What follows belongs to an exercise in optimizing a design on an open flow for a short achievable clock period and few clock cycles per item; a production flow would make more cautious choices. In this exercise RTL edits were held to simulation tests only and were not proved equivalent to the original.

### flow/config.mk
export PLATFORM = sky130hd
export DESIGN_NAME = muldiv_unit
export DESIGN_NICKNAME = muldiv_unit
export VERILOG_FILES = /design/flow/design.v
export SDC_FILE = /design/flow/constraint.sdc
export NUM_CORES = 4
export LEC_CHECK = 0
export CAP_MARGIN = 20
export CORE_MARGIN = 2
export CORE_UTILIZATION = 40
export SLEW_MARGIN = 20
### flow/constraint.sdc
create_clock -name core_clock -period 6.3 [get_ports {iCLK}]
set_input_delay 1.2600 -clock core_clock [delete_from_list [all_inputs] [get_ports {iCLK}]]
set_output_delay 1.2600 -clock core_clock [all_outputs]
set_load 0.01 [all_outputs]
### flow/design.v
module muldiv_unit #(
  parameter int WIDTH  = 64,
  parameter int REG_AW = 5
) (
  input  logic              iCLK,
  input  logic              iRST,
  input  logic              iStart,
  input  logic [2:0]        iOp,
  input  logic [WIDTH-1:0]  iOperandA,
  input  logic [WIDTH-1:0]  iOperandB,
  input  logic [REG_AW-1:0] iDestReg,
  output logic              oBusy,
  output logic              oStall,
  output logic              oDone,
  output logic              oRegWrite,
  output logic [REG_AW-1:0] oWriteRegister,
  output logic [WIDTH-1:0]  oResult
);
  localparam int CW = $clog2(WIDTH + 1);
  localparam logic [2:0] OP_MUL   = 3'd0;
  localparam logic [2:0] OP_SMULH = 3'd1;
  localparam logic [2:0] OP_UMULH = 3'd2;
  localparam logic [2:0] OP_SDIV  = 3'd3;
  localparam logic [2:0] OP_UDIV  = 3'd4;
  typedef enum logic [1:0] {
    IDLE,
    RUN,
    DONE
  } state_t;
  state_t            state_q;
  logic [CW-1:0]     cnt_q;
  logic [2:0]        op_q;
  logic              neg_q;
  logic              dz_q;
  logic              busy_q;
  logic              done_q;
  logic [WIDTH-1:0]  d_q;
  logic [WIDTH-1:0]  hi_q;
  logic [WIDTH-1:0]  lo_q;
  logic [WIDTH-1:0]  res_q;
  logic [REG_AW-1:0] wr_q;
  logic [WIDTH-1:0] a_abs;
  logic [WIDTH-1:0] b_abs;
  logic [WIDTH-1:0] cap_d;
  logic [WIDTH-1:0] cap_lo;
  logic             cap_neg;
  logic             sgn_diff;
  always_comb begin
    a_abs    = iOperandA[WIDTH-1] ? -iOperandA : iOperandA;
    b_abs    = iOperandB[WIDTH-1] ? -iOperandB : iOperandB;
    sgn_diff = iOperandA[WIDTH-1] ^ iOperandB[WIDTH-1];
    cap_d    = '0;
    cap_lo   = '0;
    cap_neg  = 1'b0;
    unique case (1'b1)
      iOp == OP_MUL,
      iOp == OP_UMULH: begin
        cap_d  = iOperandA;
        cap_lo = iOperandB;
      end
      iOp == OP_SMULH: begin
        cap_d   = a_abs;
        cap_lo  = b_abs;
        cap_neg = sgn_diff;
      end
      iOp == OP_SDIV: begin
        cap_d   = b_abs;
        cap_lo  = a_abs;
        cap_neg = sgn_diff;
      end
      iOp == OP_UDIV: begin
        cap_d  = iOperandB;
        cap_lo = iOperandA;
      end
      default: begin
        cap_d  = '0;
        cap_lo = '0;
      end
    endcase
  end
  logic [WIDTH:0]     sum;
  logic [WIDTH:0]     sh;
  logic [WIDTH:0]     diff;
  logic               ge;
  logic               is_div;
  logic [WIDTH-1:0]   hi_d;
  logic [WIDTH-1:0]   lo_d;
  logic [2*WIDTH-1:0] prod_raw;
  logic [2*WIDTH-1:0] prod;
  logic [WIDTH-1:0]   res_d;
  always_comb begin
    sum    = {1'b0, hi_q} + (lo_q[0] ? {1'b0, d_q} : '0);
    sh     = {hi_q, lo_q[WIDTH-1]};
    diff   = sh - {1'b0, d_q};
    ge     = ~diff[WIDTH];
    is_div = (op_q == OP_SDIV) || (op_q == OP_UDIV);
    if (is_div) begin
      hi_d = ge ? diff[WIDTH-1:0] : sh[WIDTH-1:0];
      lo_d = {lo_q[WIDTH-2:0], ge};
    end else begin
      hi_d = sum[WIDTH:1];
      lo_d = {sum[0], lo_q[WIDTH-1:1]};
    end
    prod_raw = {hi_d, lo_d};
    prod     = neg_q ? -prod_raw : prod_raw;
    res_d    = '0;
    unique case (1'b1)
      op_q == OP_MUL:   res_d = prod[WIDTH-1:0];
      op_q == OP_SMULH,
      op_q == OP_UMULH: res_d = prod[2*WIDTH-1:WIDTH];
      op_q == OP_SDIV,
      op_q == OP_UDIV:  res_d = dz_q ? '0 : prod[WIDTH-1:0];
      default:          res_d = '0;
    endcase
  end
  always_ff @(posedge iCLK or posedge iRST) begin
    if (iRST) begin
      state_q <= IDLE;
      cnt_q   <= '0;
      op_q    <= '0;
      neg_q   <= 1'b0;
      dz_q    <= 1'b0;
      busy_q  <= 1'b0;
      done_q  <= 1'b0;
      d_q     <= '0;
      hi_q    <= '0;
      lo_q    <= '0;
      res_q   <= '0;
      wr_q    <= '0;
    end else begin
      unique case (state_q)
        IDLE: begin
          done_q <= 1'b0;
          if (iStart) begin
            state_q <= RUN;
            busy_q  <= 1'b1;
            cnt_q   <= CW'(WIDTH);
            op_q    <= iOp;
            neg_q   <= cap_neg;
            dz_q    <= (iOperandB == '0);
            d_q     <= cap_d;
            hi_q    <= '0;
            lo_q    <= cap_lo;
            wr_q    <= iDestReg;
          end
        end
        RUN: begin
          hi_q  <= hi_d;
          lo_q  <= lo_d;
          cnt_q <= cnt_q - CW'(1);
          if (cnt_q == CW'(1)) begin
            state_q <= IDLE;
            busy_q  <= 1'b0;
            done_q  <= 1'b1;
            res_q   <= res_d;
          end
        end
        DONE: begin
          state_q <= IDLE;
          done_q  <= 1'b0;
          busy_q  <= 1'b0;
        end
        default: begin
          state_q <= IDLE;
          done_q  <= 1'b0;
          busy_q  <= 1'b0;
        end
      endcase
    end
  end
  assign oBusy          = busy_q;
  assign oStall         = ((state_q == IDLE) && iStart) || (state_q == RUN);
  assign oDone          = done_q;
  assign oRegWrite      = done_q;
  assign oWriteRegister = wr_q;
  assign oResult        = res_q;
endmodule
### flow/run.sh
#!/bin/bash
# synth_recipe.tcl (not shown) runs the flow's synth.tcl, then flattens the netlist and writes it again
# the make line also repeats each setting of config.mk as NAME=value (left out here)
make -C /OpenROAD-flow-scripts/flow DESIGN_CONFIG=/design/flow/config.mk WORK_HOME=/design/flow/orfs CLKGATE_MAP_FILE= SYNTH_SCRIPT=/design/flow/synth_recipe.tcl finish
==> results of run 1 <==
metal layers:
metal	routed length, µm	part of all wire	track usage	vias to the layer above
met5	51	0.00038	0	-
met2	56900	0.42	0.496	1797
li1	-	-	-	15800
met3	15200	0.11	0.0891	268
met1	57800	0.43	0.466	16500
met4	5620	0.041	0.128	8
sequential cells by signal, summed over array words and instances (netlist names):
register / count
d_q: 64
hi_q: 64
lo_q: 64
res_q: 64
cnt_q: 7
wr_q: 5
op_q: 3
busy_q: 1
done_q: 1
dz_q: 1
neg_q: 1
per-stage QoR:
step	worst slack, ps	hold WS (ps)	cell area (µm²)	cells	setup TNS, ps
3_3_place_gp	-186	460	34600	5239	-186
5_1_grt	2.19	502	35800	5303	0
4_1_cts	169	478	35700	5296	0
6_report	318	480	35800	5303	0
2_1_floorplan	5.53	447	30500	4103	0
3_5_place_dp	-185	469	34600	5239	-262
repair_timing:
item | in CTS | in global routing
gates cloned | 0 | 0
hold buffers | 0 | 0
pin swaps | 0 | 10
setup buffers | 0 | 6
endpoints found under the setup margin | 2 | 23
gates resized for setup | 1 | 15
cell usage in the layout (no fill, tap or decap), drive strengths merged, types with 35 or more instances in the layout:
master,Yosys,layout
nand4,61,61
a221oi,51,51
clkdlybuf4s50,0,207
xnor2,144,144
or4,41,41
a22o,57,57
a22oi,99,99
dfrtp,275,275
nor2,293,293
a211oi,35,35
a31oi,42,42
and2,92,92
ha,133,133
mux2i,63,63
o31ai,78,78
or3,69,69
o221ai,60,60
inv,127,126
nor3,105,105
a21o,58,58
a21oi,304,304
buf,62,253
xor2,173,173
nand3,84,84
o22ai,45,45
nand2,485,485
clkbuf,233,41
o21ai,385,385
worst max path at each step:
stage	start	endpoint	slack, ps
detailed placement	iOperandA[10]	d_q[50]	-190
CTS	d_q[0]	res_q[40]	170
global route	lo_q[0]	res_q[55]	2
floorplan	lo_q[63]	res_q[54]	6
global placement	iOperandA[10]	d_q[50]	-190
finish	hi_q[40]	res_q[55]	320
cell usage after synthesis, drive strengths merged (57+ instances only):
master	number	area share
inv	127	0.016
a21o	58	0.014
a21oi	304	0.051
nand2	485	0.060
o21ai	385	0.064
a22oi	99	0.024
xor2	173	0.050
dfrtp	275	0.23
o31ai	78	0.019
and2	92	0.019
ha	133	0.055
clkbuf	233	0.029
nand3	84	0.014
nor3	105	0.017
nand4	61	0.013
mux2i	63	0.021
buf	62	0.010
a22o	57	0.016
o221ai	60	0.017
xnor2	144	0.041
or3	69	0.014
nor2	293	0.036
worst max-delay path, stage by stage (launching register included):
cell and delay (ps):
dfrtp_1 410, ha_1 510, nand4_1 180, nor3_1 300
nand2_1 100, a2111o_1 450, and3_1 190, a211oi_2 340
o21ai_4 120, buf_4 160, nor2_4 400, buf_4 350
o221ai_1 290, buf_4 260, or3_1 440, nor3_1 360
nand3_1 190, o41ai_2 370, xnor2_1 120, a221o_1 320
final cells by class:
| type | count | area, µm² | area share |
|---|---|---|---|
| clock buffer | 41 | 873 | 0.0244 |
| clock inverter | 16 | 208 | 0.00580 |
| inverter | 127 | 480 | 0.0134 |
| multi-input combinational | 3406 | 22100 | 0.617 |
| sequential | 275 | 6890 | 0.192 |
| tap | 978 | 1220 | 0.0342 |
| timing repair buffer | 460 | 4050 | 0.113 |
cells by family after synthesis:
group / after synthesis / share of synthesized area
and+or+nand+nor: 1383 / 0.219
buffers and inverters: 422 / 0.0544
DFF: 275 / 0.226
muxes: 65 / 0.0214
xor gates and xnor gates: 317 / 0.0911
AOI/OAI and AO/OA: 1506 / 0.333
adders and majority gates: 135 / 0.0559
==> summary.txt, run 1 <==
status timing/DRC/antenna clean; largest net degree at the start of global routing ~140; initial core utilization 0.402; FMAX 0.167 GHz; H-tree depth 1; RSZ-0062 raised after global routing false; TritonCTS Sinks 275; gate count of the mapped netlist just over 4,000; final period demand of the worst path 5980 ps; overall fraction of global-route tracks in use 0.336; Reg clk slew, reported paths 70 ps; Die Y 280 µm; Post-DP HPWL 104 mm; vias in the first global route approximately 32,000; Synth Flop Type dfrtp_1; Clock Tree Buf Depth 3; critical path peak fanout 11; fillcell total 7,593; Worst-Skew Late Latency 620 ps; row count 101; core area ~76,000 µm²; Overflow after GRT 0; EDFF count, synth 0; synthesized area approximately 30,000 µm²; Async SR Flop Fraction 1.00; CTS tree yes; Inserted Diodes 0; max cap viols 0; Worst-Margin Slew 1040 ps; CP Launch Type flop; via count 34,400; GP Congestion 0.999; Pre-antenna DRT Iters 8; Final setup violation count 0; Crit. End Element flop; Antenna Nets Post-Route 0; DRC Markers 0; Worst slew margin 0.302; Slew Viols, Final 0; via/cell ratio 6.49; initial drt markers ~4,200; clk_skew 26.1 ps; first-pass GRT wire length roughly 200 mm; Yosys reg bits 275; hold_sp wr_q[0]; Final period util 0.949; Final #Nets 4,575; WP data arrival between 6000 and 7000 ps; Hold Violations, Final 0; Net Count, Synth 4,377; CTS root buffer clkbuf_16; Data required, critical path between 6000 and 7000 ps; r2r startpoint hi_q[40]; Hold Crit Class reg2reg; Layout area overhead 17.6%; reg2reg setup slack ~320 ps; die width 280 µm; Reg2Reg Depth 19; share of cells above drive strength 1 0.0920; Core Util, Final 0.473; # port buffers 211; yosys warns 1; Reg-to-Reg End res_q[55]; Setup CP Type reg2reg; initial antenna violation count 3; Cell variety after synth 98; Ports about 210; Total Wirelength around 140 mm; CTS buffer count 31; hold worst-path end wr_q[0]; die footprint 78,400 µm²; WHS Path Cells 2; Seq/Total Area, Yosys 0.226; syn_area_per_cell ~7.4 µm²; WL/cell about 26 µm
Testbench counts, summed over its fixed seeds: cycles 156,008, ops 2,400.
==> run 2: changes to the inputs <==
--- a/flow/design.v
+++ b/flow/design.v
@@ -88,6 +88,7 @@
   logic [2*WIDTH-1:0] prod_raw;
   logic [2*WIDTH-1:0] prod;
   logic [WIDTH-1:0]   res_d;
+  logic               skip;
   always_comb begin
     sum    = {1'b0, hi_q} + (lo_q[0] ? {1'b0, d_q} : '0);
     sh     = {hi_q, lo_q[WIDTH-1]};
@@ -101,6 +102,8 @@
       hi_d = sum[WIDTH:1];
       lo_d = {sum[0], lo_q[WIDTH-1:1]};
     end
+    skip     = (cnt_q > CW'(8)) &
+               (is_div ? ((hi_q == '0) && (lo_q[WIDTH-1:WIDTH-8] == 8'd0)) : (lo_q[7:0] == 8'd0));
     prod_raw = {hi_d, lo_d};
     prod     = neg_q ? -prod_raw : prod_raw;
     res_d    = '0;
@@ -145,9 +148,15 @@
           end
         end
         RUN: begin
-          hi_q  <= hi_d;
-          lo_q  <= lo_d;
-          cnt_q <= cnt_q - CW'(1);
+          if (skip) begin
+            hi_q  <= is_div ? hi_q : {8'd0, hi_q[WIDTH-1:8]};
+            lo_q  <= is_div ? {lo_q[WIDTH-9:0], 8'd0} : {hi_q[7:0], lo_q[WIDTH-1:8]};
+            cnt_q <= cnt_q - CW'(8);
+          end else begin
+            hi_q  <= hi_d;
+            lo_q  <= lo_d;
+            cnt_q <= cnt_q - CW'(1);
+          end
           if (cnt_q == CW'(1)) begin
             state_q <= IDLE;
             busy_q  <= 1'b0;
--- a/flow/config.mk
+++ b/flow/config.mk
@@ -8,4 +8,5 @@
 export CAP_MARGIN = 20
 export CORE_MARGIN = 2
 export CORE_UTILIZATION = 40
+export SETUP_SLACK_MARGIN = 0.3
 export SLEW_MARGIN = 20
==> run 2 against run 1 <==
Net effect: register-to-register slack about the same; first-iteration DRC count is 32% higher; via count is 16% higher; sequential share of layout area fell by 2.1 points; critical path type unchanged; largest cell class unchanged.
==> summary.txt, run 2 <==
status timing/DRC/antenna clean (unchanged); EDFF count, synth 0 (unchanged); Worst-Skew Late Latency 600 ps (was 620 ps); vias in the first global route 36,800 (was 32,100); Net Count, Synth 4,866 (was 4,377); clk_skew 30.9 ps (was 26.1 ps); Reg2Reg Depth 21 (was 19); overall fraction of global-route tracks in use 0.397 (was 0.336); reg2reg setup slack 320 ps (about the same); gate count of the mapped netlist 4,591 (was 4,103); WL met1 67.5 mm (was 57.8 mm); Hold Slack 471 ps (was 480 ps); die width 291 µm (was 280 µm); Pre-antenna DRT Iters 7 (was 8); first-pass GRT wire length 252 mm (was 204 mm); share of the synthesized area in the top cell type 0.210 (was 0.226); Clock Tree Buf Depth 3 (unchanged); Total Wirelength 175 mm (was 136 mm); Async SR Flop Fraction 1.00 (unchanged); row count 105 (was 101); Data required, critical path 6760 ps (was 6800 ps); Worst slew margin 0.273 (was 0.302); Final #Nets 5,223 (was 4,575); commonest cells in the netlist nand2_1, o21ai_0, a21oi_1 (unchanged); CTS buffer count 37 (was 31); syn_area_per_cell 7.15 µm² (was 7.43 µm²); Reg-to-Reg End res_q[51] (was res_q[55]); synthesized area 32,800 µm² (was 30,500 µm²); CP Launch Type flop (unchanged); Reg clk slew, reported paths 60 ps (was 70 ps); Die Y 291 µm (was 280 µm); die footprint 84,400 µm² (was 78,400 µm²); fillcell total 8,269 (was 7,593); WP data arrival 6450 ps (was 6480 ps); Synth Flop Type dfrtp_1 (unchanged); GP Congestion 1.06 (was 0.999); routed wl met3 19.6 mm (was 15.2 mm); # port buffers 211 (unchanged); Ports 212 (unchanged); DRC Markers 0 (unchanged); Layout area overhead 22.7% (was 17.6%); WHS Path Cells 2 (unchanged); H-tree depth 2 (was 1); r2r startpoint d_q[58] (was hi_q[40]); WL met2 73.1 mm (was 56.9 mm); Final period util 0.950 (was 0.949); most frequent cell after synthesis nand2_1 (unchanged); Worst-Margin Slew 1090 ps (was 1040 ps); core area 81,700 µm² (was 75,700 µm²); Slew Viols, Final 0 (unchanged); CTS root buffer clkbuf_16 (unchanged); most common cell after layout, fill and taps aside nand2_1 (unchanged); Max Used Layer met5 (unchanged); main area contributors after synthesis dfrtp_1, o21ai_0, nand2_1 (unchanged); most frequent cells in the layout nand2_1, o21ai_0, buf_4 (was nand2_1, o21ai_0, a21oi_1); largest net degree at the start of global routing 123 (was 136); Hold Crit Class reg2reg (unchanged); Yosys reg bits 275 (unchanged); max cap viols 0 (unchanged); hold worst-path end wr_q[2] (was wr_q[0]); initial antenna violation count 7 (was 3); Setup CP Type reg2reg (unchanged); DP Area 38,400 µm² (was 34,600 µm²); initial core utilization 0.402 (about the same); Post-DP HPWL 136 mm (was 104 mm); via count 39,900 (was 34,400); hold_sp wr_q[2] (was wr_q[0]); Overflow after GRT 0 (unchanged); RSZ-0062 raised after global routing true (was false); FMAX 0.167 GHz (about the same); yosys warns 1 (unchanged); Hold Violations, Final 0 (unchanged); Inserted Diodes 0 (unchanged); TritonCTS Sinks 275 (unchanged); WL/cell 28.9 µm (was 25.6 µm); Final setup violation count 0 (unchanged); Crit. End Element flop (unchanged); share of cells above drive strength 1 0.140 (was 0.0920); CTS tree yes (unchanged); Final Instance Area 40,300 µm² (was 35,800 µm²); Seq/Total Area, Yosys 0.210 (was 0.226); largest area contributor in the netlist dfrtp_1 (unchanged); critical path peak fanout 5 (was 11); Antenna Nets Post-Route 0 (unchanged); via/cell ratio 6.61 (was 6.49); Cell variety after synth 103 (was 98); initial drt markers 5,533 (was 4,194); final period demand of the worst path 5980 ps (about the same)
-- run 2: worst max-delay path by stage --
| stage | from | to | cells past startpoint |
|---|---|---|---|
| global route | d_q[19] | res_q[42] | 25 |
| global placement | iOperandB[14] | d_q[59] | 16 |
| detailed placement | iOperandB[14] | d_q[59] | 16 |
| CTS | d_q[54] | res_q[51] | 20 |
| finish | d_q[58] | res_q[51] | 21 |
| floorplan | op_q[1] | res_q[60] | 28 |
-- run 2: cell type report --
class                   instances  area, µm²  share of cell area
repair buffers                661       5600               0.139
inverters                     155        596              0.0148
clock buffers                  47       1020              0.0254
flip-flops and latches        275       6900               0.171
clock inverters                16        270             0.00671
multi-input cells            3818      24600               0.610
well taps                    1070       1340              0.0332
-- run 2: layer usage --
layer	vias to the layer above	GRT usage
li1	17800	-
met1	19100	0.507
met2	2493	0.596
met3	552	0.0957
met4	4	0.265
met5	-	0
-- run 2: metrics by stage --
| stage | TNS, ps | utilization | cells | worst slack (ps) |
|---|---|---|---|---|
| after floorplan | 0 | - | 4591 | 310 |
| after CTS | 0 | 0.487 | 6023 | 297 |
| after global placement | -325 | 0.470 | 5956 | -173 |
| final | 0 | 0.493 | 6042 | 317 |
| after global routing | 0 | 0.493 | 6042 | 211 |
| after detailed placement | -365 | 0.470 | 5956 | -187 |
-- run 2: logic make-up (layout without fill, tap and decap cells) --
logic type               Yosys count  count (layout)  synth area share
AND/OR/NAND/NOR                 1576            1576             0.233
adder cells (fa/ha/maj)          136             136            0.0523
flip-flops                       275             275             0.210
multiplexers                      81              81            0.0249
XOR/XNOR                         316             316            0.0843
AO/OA/AOI/OAI                   1709            1709             0.337
buffers and inverters            498             879            0.0587
-- run 2: critical path: stages, from the launching register on --
cell        delay [ps]
dfrtp_1            400
clkinvlp_4         270
ha_4               370
and4_4             250
nand2_2             70
nor4_4             270
buf_4              190
nor2_1              30
mux2_2             300
a311o_2            390
clkbuf_16          190
buf_4              140
o21ai_0            160
o211ai_1           150
a211oi_2           260
buf_4              150
or4b_4             470
or3_4              370
or4_4              570
o41ai_4            350
xor2_2             160
a221o_1            360
-- run 2: timing repair --
item / 4_1_cts / 5_1_grt
setup endpoints to repair: 19 / 37
resized for setup: 16 / 87
pin swaps: 5 / 26
gates cloned: 0 / 1
setup buffers: 4 / 18
hold buffers: 0 / 0
Testbench counts of run 2, summed over its fixed seeds: cycles 114,750, ops 2,400.
==> run 3: changes to the inputs <==
--- a/flow/config.mk
+++ b/flow/config.mk
@@ -7,6 +7,6 @@
 export LEC_CHECK = 0
 export CAP_MARGIN = 20
 export CORE_MARGIN = 2
-export CORE_UTILIZATION = 40
+export CORE_UTILIZATION = 30
 export SETUP_SLACK_MARGIN = 0.3
 export SLEW_MARGIN = 20
==> run 3 against run 2 <==
Net effect: highest routed layer unchanged; first-iteration DRC count increased by 1.2%; global-route usage decreased by 8.0 points; register-to-register slack improved by 40 ps; still clean on timing, DRC and antenna.
==> summary.txt, run 3 <==
status timing/DRC/antenna clean (unchanged); die width 335 µm (was 291 µm); critical path's top delay family simple AND/OR/NAND/NOR gates (unchanged); hold worst-path end wr_q[3] (was wr_q[2]); CTS buffer count 36 (was 37); Final #Nets 5,301 (was 5,223); final period demand of the worst path 5940 ps (was 5980 ps); most frequent cell after synthesis nand2_1 (unchanged); DP Worst Slack -274 ps (was -187 ps); Final setup violation count 0 (unchanged); Die Y 335 µm (was 291 µm); GP Congestion 1.06 (about the same); Worst-Skew Late Latency 610 ps (was 600 ps); CTS root buffer clkbuf_16 (unchanged); hold_sp wr_q[3] (was wr_q[2]); row count 121 (was 105); Ports 212 (unchanged); WHS Path Cells 2 (unchanged); Total Wirelength 184 mm (was 175 mm); r2r startpoint d_q[62] (was d_q[58]); Layout area overhead 25.5% (was 22.7%); first-pass GRT wire length 264 mm (was 252 mm); CP bufs+invs 8 (was 5); DRC Markers 0 (unchanged); Clock Tree Buf Depth 3 (unchanged); share of cells above drive strength 1 0.153 (was 0.140); CP max stage delay 570 ps (about the same); CP Launch Type flop (unchanged); Cell variety after synth 103 (unchanged); WP data arrival 6380 ps (was 6450 ps); Setup CP Type reg2reg (unchanged); largest net degree at the start of global routing 149 (was 123); Hold Violations, Final 0 (unchanged); via/cell ratio 6.26 (was 6.61); Seq/Total Area, Yosys 0.210 (unchanged); Setup TNS 0 ps (unchanged); Post-DP HPWL 146 mm (was 136 mm); synthesized area 32,800 µm² (unchanged); most frequent cells in the layout buf_4, nand2_1, o21ai_0 (was nand2_1, o21ai_0, buf_4); CTS tree yes (unchanged); Antenna Nets Post-Route 0 (unchanged); Slowest-stage cell, CP or4_1 (was or4_4); count of non-filler cells in the finished layout 6,474 (was 6,042); yosys warns 1 (unchanged); share of the synthesized area in the top cell type 0.210 (unchanged); RSZ-0062 raised after global routing true (unchanged); Async SR Flop Fraction 1.00 (unchanged); most common cell after layout, fill and taps aside buf_4 (was nand2_1); final setup margin 358 ps (was 317 ps); EDFF count, synth 0 (unchanged); # port buffers 211 (unchanged); largest area contributor in the netlist dfrtp_1 (unchanged); Hold Crit Class reg2reg (unchanged); clk_skew 56.1 ps (was 30.9 ps); Slew Viols, Final 0 (unchanged); H-tree depth 2 (unchanged); Reg clk slew, reported paths 60 ps (about the same); most frequent CP cell buf_4 (unchanged); overall fraction of global-route tracks in use 0.317 (was 0.397); reg2reg setup slack 360 ps (was 320 ps); Yosys reg bits 275 (unchanged); core area 109,000 µm² (was 81,700 µm²); crit-path cells inv_1 > ha_1 > buf_4 > nand4_1 > nor4_4 > buf_6 > nor2_1 > mux2_2 > a311o_1 > buf_4 > buf_4 > nor2_2 > buf_4 > mux2i_1 > mux2i_1 > buf_4 > or4_1 > buf_4 > or3_1 > or3_1 > o21a_1 > xnor2_2 > o21ai_0 (was clkinvlp_4 > ha_4 > and4_4 > nand2_2 > nor4_4 > buf_4 > nor2_1 > mux2_2 > a311o_2 > clkbuf_16 > buf_4 > o21ai_0 > o211ai_1 > a211oi_2 > buf_4 > or4b_4 > or3_4 > or4_4 > o41ai_4 > xor2_2 > a221o_1); initial drt markers 5,600 (was 5,533); syn_area_per_cell 7.15 µm² (unchanged); Synth Flop Type dfrtp_1 (unchanged); max cap viols 0 (unchanged); Pre-antenna DRT Iters 7 (unchanged); vias in the first global route 37,700 (was 36,800); Net Count, Synth 4,866 (unchanged); Reg-to-Reg End res_q[42] (was res_q[51]); Worst-Margin Slew 1150 ps (was 1090 ps); FMAX 0.168 GHz (was 0.167 GHz); Data required, critical path 6730 ps (was 6760 ps); Crit. End Element flop (unchanged); via count 40,500 (was 39,900); TritonCTS Sinks 275 (unchanged); critical path peak fanout 14 (was 5); Overflow after GRT 0 (unchanged); gate count of the mapped netlist 4,591 (unchanged); Worst slew margin 0.229 (was 0.273); commonest cells in the netlist nand2_1, o21ai_0, a21oi_1 (unchanged); WL/cell 28.4 µm (was 28.9 µm); # placed instances 6,389 (was 5,956); Reg2Reg Depth 23 (was 21); initial antenna violation count 17 (was 7); initial core utilization 0.302 (was 0.402); main area contributors after synthesis dfrtp_1, o21ai_0, nand2_1 (unchanged); Final period util 0.943 (was 0.950); die footprint 112,000 µm² (was 84,400 µm²)
run 3: cell families after synthesis:
kind of cell	Yosys count	share of synthesized area
AOI/OAI and AO/OA	1709	0.337
xor gates and xnor gates	316	0.0843
adders and majority gates	136	0.0523
buffers and inverters	498	0.0587
DFF	275	0.210
muxes	81	0.0249
and+or+nand+nor	1576	0.233
run 3: layer usage:
layer | GRT usage | wire length (µm)
met1 | 0.394 | 71200
met2 | 0.497 | 80500
met3 | 0.0587 | 16900
met4 | 0.218 | 15200
met5 | 0 | 82
run 3: what timing repair did:
action                                  4_1_cts  5_1_grt
pin swaps                                     1       25
endpoints found under the setup margin       13       42
buffers inserted                              0       13
cloned                                        0        0
hold buffers                                  0        0
gates resized for setup                      16       79
run 3: cell type report:
class / instances / area [µm²]
antenna: 7 / 17.5
clock buffer: 50 / 1070
clock inverter: 15 / 174
fill: 11500 / 67500
inverter: 155 / 586
multi-input combinational: 3818 / 24600
sequential: 275 / 6890
tap: 1414 / 1770
timing repair buffer: 740 / 6150
run 3: worst register-to-register path: stages (launching register included):
cell,delay [ps]
dfrtp_1,440
inv_1,160
ha_1,330
buf_4,130
nand4_1,160
nor4_4,320
buf_6,180
nor2_1,50
mux2_2,290
a311o_1,310
buf_4,160
buf_4,160
nor2_2,130
buf_4,240
mux2i_1,210
mux2i_1,120
buf_4,200
or4_1,570
buf_4,160
or3_1,450
or3_1,440
o21a_1,240
xnor2_2,210
o21ai_0,110
run 3: how the worst max path moves through the flow:
stage / from / endpoint / slack, ps / depth (start not counted)
after floorplan: op_q[1] / res_q[60] / 310 / 28
after global placement: iOperandB[14] / lo_q[51] / -270 / 15
after detailed placement: iOperandB[14] / lo_q[51] / -270 / 15
after CTS: lo_q[0] / res_q[55] / 280 / 22
after global routing: hi_q[12] / res_q[34] / 220 / 26
final: d_q[62] / res_q[42] / 360 / 23
run 3: through the flow:
step	area, µm²	hold WS, ps	util
after floorplan	32900	464	-
after global placement	39500	460	0.363
after detailed placement	39500	470	0.363
after CTS	40800	483	0.375
after global routing	41200	508	0.379
final	41200	476	0.379

==> re-timing with driven ports <==
No port has a modelled driver above. Below, the same layouts with a new extraction and two added sets of constraints. Step 1 assumes that a clkbuf_16 drives the clock port and a buf_2 every other input. Step 2 moves the port delays by t, midway between the first and last clock arrival at a register: inputs arrive t later, outputs are due t later. That takes back most of the time a late clock gives input paths. Slacks: ideal ports / drivers / drivers and shift; pairs: ideal ports / drivers.
| run | t (ns) | setup slack, ns | hold WS [ns] | worst register clock-pin slew, ns | pins driven straight from the clock port |
|---|---|---|---|---|---|
| run 1 | 0.669 | 0.318 / 0.318 / -0.118 | 0.480 / 0.480 / 0.480 | 0.07 / 0.07 | 1 |
| run 2 | 0.651 | 0.317 / 0.317 / -0.159 | 0.471 / 0.471 / 0.471 | 0.07 / 0.07 | 1 |
| run 3 | 0.660 | 0.358 / 0.358 / -0.198 | 0.476 / 0.476 / 0.476 | 0.08 / 0.08 | 1 |
With both steps, setup timing fails in every run listed, where it was met with ideal ports. The setup slack of run 3, which loses most, moves by 0.000 ns with the drivers and by -0.556 ns with both steps.
